Source: an optimization exercise on an open RTL-to-GDS flow (aim: small area, a short achievable clock period and few clock cycles per item). Production flows keep margins and buffers that such runs may drop. Only simulation tests tie the RTL to the original design; equivalence was not proved. Power figures rest on the tool's default switching activity, not on a simulated workload.

==> inputs of fjord <==
## strassen_seq_mac
module strassen_seq_mac #(
  parameter int WIDTH   = 16,
  parameter int MUL_LAT = 2
) (
  input  logic                       clk,
  input  logic                       rst_n,
  input  logic                       in_valid,
  output logic                       in_ready,
  input  logic [4*WIDTH-1:0]         a_i,
  input  logic [4*WIDTH-1:0]         b_i,
  output logic                       out_valid,
  input  logic                       out_ready,
  output logic [4*(2*WIDTH+1)-1:0]   c_o,
  output logic                       busy
);
  localparam int W  = 16;
  localparam int OW = 2 * W + 1;
  logic            sk_v_q, v1_q, v2_q, v3_q;
  logic            sk_v_d, v1_d, v2_d, v3_d;
  logic            rdy_q, busy_q;
  logic [4*W-1:0]  sk_a_q, sk_b_q;
  logic [4*W-1:0]  a_q, b_q;
  logic [4*OW-1:0] c_q;
  logic            adv, accept;
  logic [OW-1:0]   c11, c12, c21, c22;
  assign adv       = ~v3_q | out_ready;
  assign in_ready  = rdy_q;
  assign accept    = in_valid & ~sk_v_q;
  assign out_valid = v3_q;
  assign busy      = busy_q;
  assign c_o       = c_q;
  always_comb begin
    if (adv) begin
      sk_v_d = 1'b0;
  ...
Settings: LEC_CHECK=0, ABC_CLOCK_PERIOD_IN_PS=4000, CAP_MARGIN=20, CORE_MARGIN=2, CORE_UTILIZATION=55, PLACE_DENSITY=0.65, SLEW_MARGIN=20; clock period 11.0 ns.
standard.sh (not shown) runs the stock make flow with config.mk's settings and CLKGATE_MAP_FILE= SYNTH_SCRIPT=/design/flow/synth_recipe.tcl, a recipe that flattens the netlist after the stock synthesis.
==> flow/flow/run.sh <==
#!/bin/bash
# Own layout flow: the standard synthesis, then an inverter clean-up of the
# synthesized netlist (polfix.py: full adders take whichever polarity needs the
# fewest inverters), then the standard layout steps from floorplan to finish.
# flow/extra.txt lists extra make variables, one per line: a setup margin
# (ns) that asks ORFS's timing repair to aim below the design's period, and
# the cell buffer_ports uses for the port buffers.
set -euo pipefail
W=$(pwd)
R=$W/orfs/results/${FLOW_PLATFORM}/strassen_seq_mac/base
EXTRA=()
if [[ -f flow/extra.txt ]]; then
  while read -r kv; do [[ -n "$kv" ]] && EXTRA+=("$kv"); done < flow/extra.txt
fi
bash standard.sh synth > "$W/synth.log" 2>&1
cp "$R/1_2_yosys.v" "$W/synth_netlist.v"
LIB=$(ls "$FLOW_HOME/platforms/$FLOW_PLATFORM/lib/"*tt_025C_1v80.lib | head -1)
python3 flow/polfix.py "$W/synth_netlist.v" "$W/polfix_netlist.v" "$LIB" > "$W/polfix.log" 2>&1
cp "$W/polfix_netlist.v" "$R/1_2_yosys.v"
rm -f "$R/1_synth.odb" "$R/1_synth.sdc"
bash standard.sh "${EXTRA[@]}" finish > "$W/layout.log" 2>&1
test -f "$W/out/final.def"
==> flow/flow/extra.txt <==
SETUP_SLACK_MARGIN=7
BUFFER_PORTS_ARGS=-buffer_cell sky130_fd_sc_hd__buf_2
Other scripts of this flow, unchanged in this note and not shown: flow/flow/polfix.py
==> inputs of yarrow, as changes to fjord <==
==> flow/flow/extra.txt (replaced) <==
SETUP_SLACK_MARGIN=7.3
BUFFER_PORTS_ARGS=-buffer_cell sky130_fd_sc_hd__buf_2
==> run notes <==
quantity	yarrow	fjord
Result of the run	stopped before the end	complete, no violations
Stage where the flow stopped	detailed routing	-
Largest net degree at the start of global routing	148	169
Global placement routability congestion	0.908	0.895
Total clock buffers created by CTS	102	100
Total global-route track usage	35.5%	33.3%
Number of gates given a new drive strength after cts	377	108
Post-CTS setup repair buffer count	138	8
First-pass GRT wire length	381000 um	362000 um
Number of placed instances, taps included	8396	8394
Global Route met1 Usage	44.9%	43.2%
Global Route met2 Usage	53.2%	50.9%
Cell area reported after detailed placement	0.0831 mm^2	0.0831 mm^2
Total half-perimeter wirelength after legalization and detailed placement	152000 um	150000 um
Number of global-route vias before repair	61022	59804
Antenna violations before repair	15	18
Testbench counts of fjord, summed over its fixed seeds: cycles 984, items 960.
Testbench counts of yarrow, summed over its fixed seeds: cycles 984, items 960.


==> inputs of run H <==
strassen_seq_mac again, from the RTL that the note above started with.
export LEC_CHECK = 0
export ABC_CLOCK_PERIOD_IN_PS = 4000
export CAP_MARGIN = 20
export CORE_MARGIN = 2
export CORE_UTILIZATION = 55
export CTS_BUF_LIST = sky130_fd_sc_hd__clkbuf_8
export PLACE_DENSITY = 0.65
export SLEW_MARGIN = 20
create_clock -name core_clock -period 11.0 [get_ports {clk}]
Scripts as last shown in full above: flow/flow/run.sh
Other scripts of this flow, unchanged in this note and not shown: flow/flow/extra.txt, flow/flow/polfix.py
==> inputs of run E, as changes to run H <==
Settings changed: CORE_UTILIZATION 55 to 40, CTS_BUF_LIST sky130_fd_sc_hd__clkbuf_8 to not set, PLACE_DENSITY 0.65 to not set.
==> summary of the runs <==
- In run E the sequential power is larger than in run H, by about 0.7%.
- Die area: run E is higher than run H (37%).
- Clock skew: run H is higher than run E (0.018 ns).
- In run H the first-iteration DRC count is higher than in run E, by 27%.
- Against run H, the sequential share of layout area of run E is lower by 0.34 points.
- Between run H and run E, the lower final cell count is in run H (gap about 6%, measured against run E).
- Of run H and run E, run E has the higher total power (gap about 1.6%, measured against run E).
- In run E the count of clock-buffer cells in the layout is lower than in run H, by 29.
- Between run E and run H, the lower global-route usage is in run E (gap 8.2 points).
- In run E the critical path depth is lower than in run H, by 6.
Testbench counts of run H, summed over its fixed seeds: cycles 984, items 960.
Testbench counts of run E, summed over its fixed seeds: cycles 984, items 960.


==> inputs of 05-14 <==
strassen_seq_mac again, from the RTL that the note above started with.
export LEC_CHECK = 0
export ABC_CLOCK_PERIOD_IN_PS = 4000
export CAP_MARGIN = 20
export CORE_MARGIN = 2
export CORE_UTILIZATION = 55
export CTS_CLUSTER_DIAMETER = 130
export CTS_CLUSTER_SIZE = 27
export PLACE_DENSITY = 0.65
export SLEW_MARGIN = 20
create_clock -name core_clock -period 11.0 [get_ports {clk}]
==> flow/flow/extra.txt <==
SETUP_SLACK_MARGIN=7.1
BUFFER_PORTS_ARGS=-buffer_cell sky130_fd_sc_hd__buf_1
Scripts as last shown in full above: flow/flow/run.sh
Other scripts of this flow, unchanged in this note and not shown: flow/flow/polfix.py
==> 09-21 (differences from 05-14) <==
==> flow/flow/extra.txt (replaced) <==
SETUP_SLACK_MARGIN=7
BUFFER_PORTS_ARGS=-buffer_cell sky130_fd_sc_hd__buf_2
- CORE_UTILIZATION: 55 -> 60
- CTS_CLUSTER_DIAMETER: 130 -> 120
- CTS_CLUSTER_SIZE: 27 -> 24
- PLACE_DENSITY: 0.65 -> 0.7
==> 09-04 (differences from 05-14) <==
==> flow/flow/extra.txt (replaced) <==
SETUP_SLACK_MARGIN=7
BUFFER_PORTS_ARGS=-buffer_cell sky130_fd_sc_hd__buf_2
- CTS_CLUSTER_DIAMETER: 130 -> 120
- CTS_CLUSTER_SIZE: 27 -> 24
==> comparison table <==
	09-04	09-21	05-14
GR Util met1	0.4320	0.4614	0.4460
Power drawn by the combinational cells	22.3 mW	22.4 mW	23.2 mW
Multi-input gate share of total cell area	0.6123	0.6165	0.6095
Result of the run	complete, no violations	complete, no violations	complete, no violations
Layout clock buffer count	73	72	66
Tapcell count	1,903	1,755	1,903
Slew at the pin with the worst max-slew slack	1.113 ns	1.232 ns	1.279 ns
Buffers plus inverters on the worst setup path	1	1	2
Post-CTS setup repair buffer count	15	11	46
All-Layer GR Usage	0.3317	0.3540	0.3395
Cell count after placement	8,394	8,247	8,395
Number of antenna violations at the first check in global routing	17	12	10
DIE HEIGHT	385.0 um	368.8 um	385.0 um
Overall die width	385.0 um	368.8 um	385.0 um
Leakage power summed over all cells	30.76 nW	30.52 nW	30.68 nW
Number of buffers created by CTS	48	46	41
Highest clock frequency the design can meet	0.2498 GHz	0.2489 GHz	0.2456 GHz
Startpoint of the worst hold path	sk_b_q[59]	sk_a_q[23]	sk_a_q[45]
Highest fanout seen on the critical path	32	31	4
Final Non-Filler Cells	8,566	8,412	8,659
Average wire per standard cell	28.32 um	28.36 um	28.53 um
Capturing instance or port of the critical path	u_c12.r1384	u_c12.r1388	u_c21.r1388
Placeable core region	143,800 um2	131,800 um2	143,800 um2
Ratio of total power to cell area	358.0 nW/um2	360.4 nW/um2	362.1 nW/um2
Fill cells	11,300	9,787	11,200
Testbench counts of 05-14, summed over its fixed seeds: cycles 984, items 960.
Testbench counts of 09-21, summed over its fixed seeds: cycles 984, items 960.
Testbench counts of 09-04, summed over its fixed seeds: cycles 984, items 960.

## re-timing with driven ports
How much do the figures lean on ideal ports? The routed layouts below were timed once more, with nothing changed but the port constraints. Step 1: set_driving_cell puts a clkbuf_16 on clk and a buf_2 on each other input, an assumption about the parent block. Step 2 times the ports against the registers' clock, not the clock port: input delays grow and output delays shrink by t, the midpoint of the rising clock arrivals with the driver on. a / b / c = ideal ports / drivers / drivers and shift; a / b = the first two.
| run | t (ns) | slack for setup (ns) | hold WS [ns] |
|---|---|---|---|
| fjord | 0.839 | 7.001 / 7.001 / 6.378 | 0.469 / 0.469 / 0.469 |
| run H | 1.004 | 6.922 / 6.922 / 6.169 | 0.469 / 0.469 / 0.469 |
| run E | 0.874 | 7.002 / 7.002 / 6.275 | 0.469 / 0.469 / 0.469 |
| 05-14 | 0.761 | 6.928 / 6.928 / 6.522 | 0.480 / 0.480 / 0.480 |
| 09-21 | 0.760 | 6.983 / 6.983 / 6.399 | 0.478 / 0.478 / 0.478 |
| 09-04 | 0.774 | 6.997 / 6.997 / 6.536 | 0.480 / 0.480 / 0.480 |
After both steps setup and hold are still met in every run listed. For run H, which loses most, drivers alone change the setup slack by 0.000 ns; drivers and shift together by -0.753 ns.
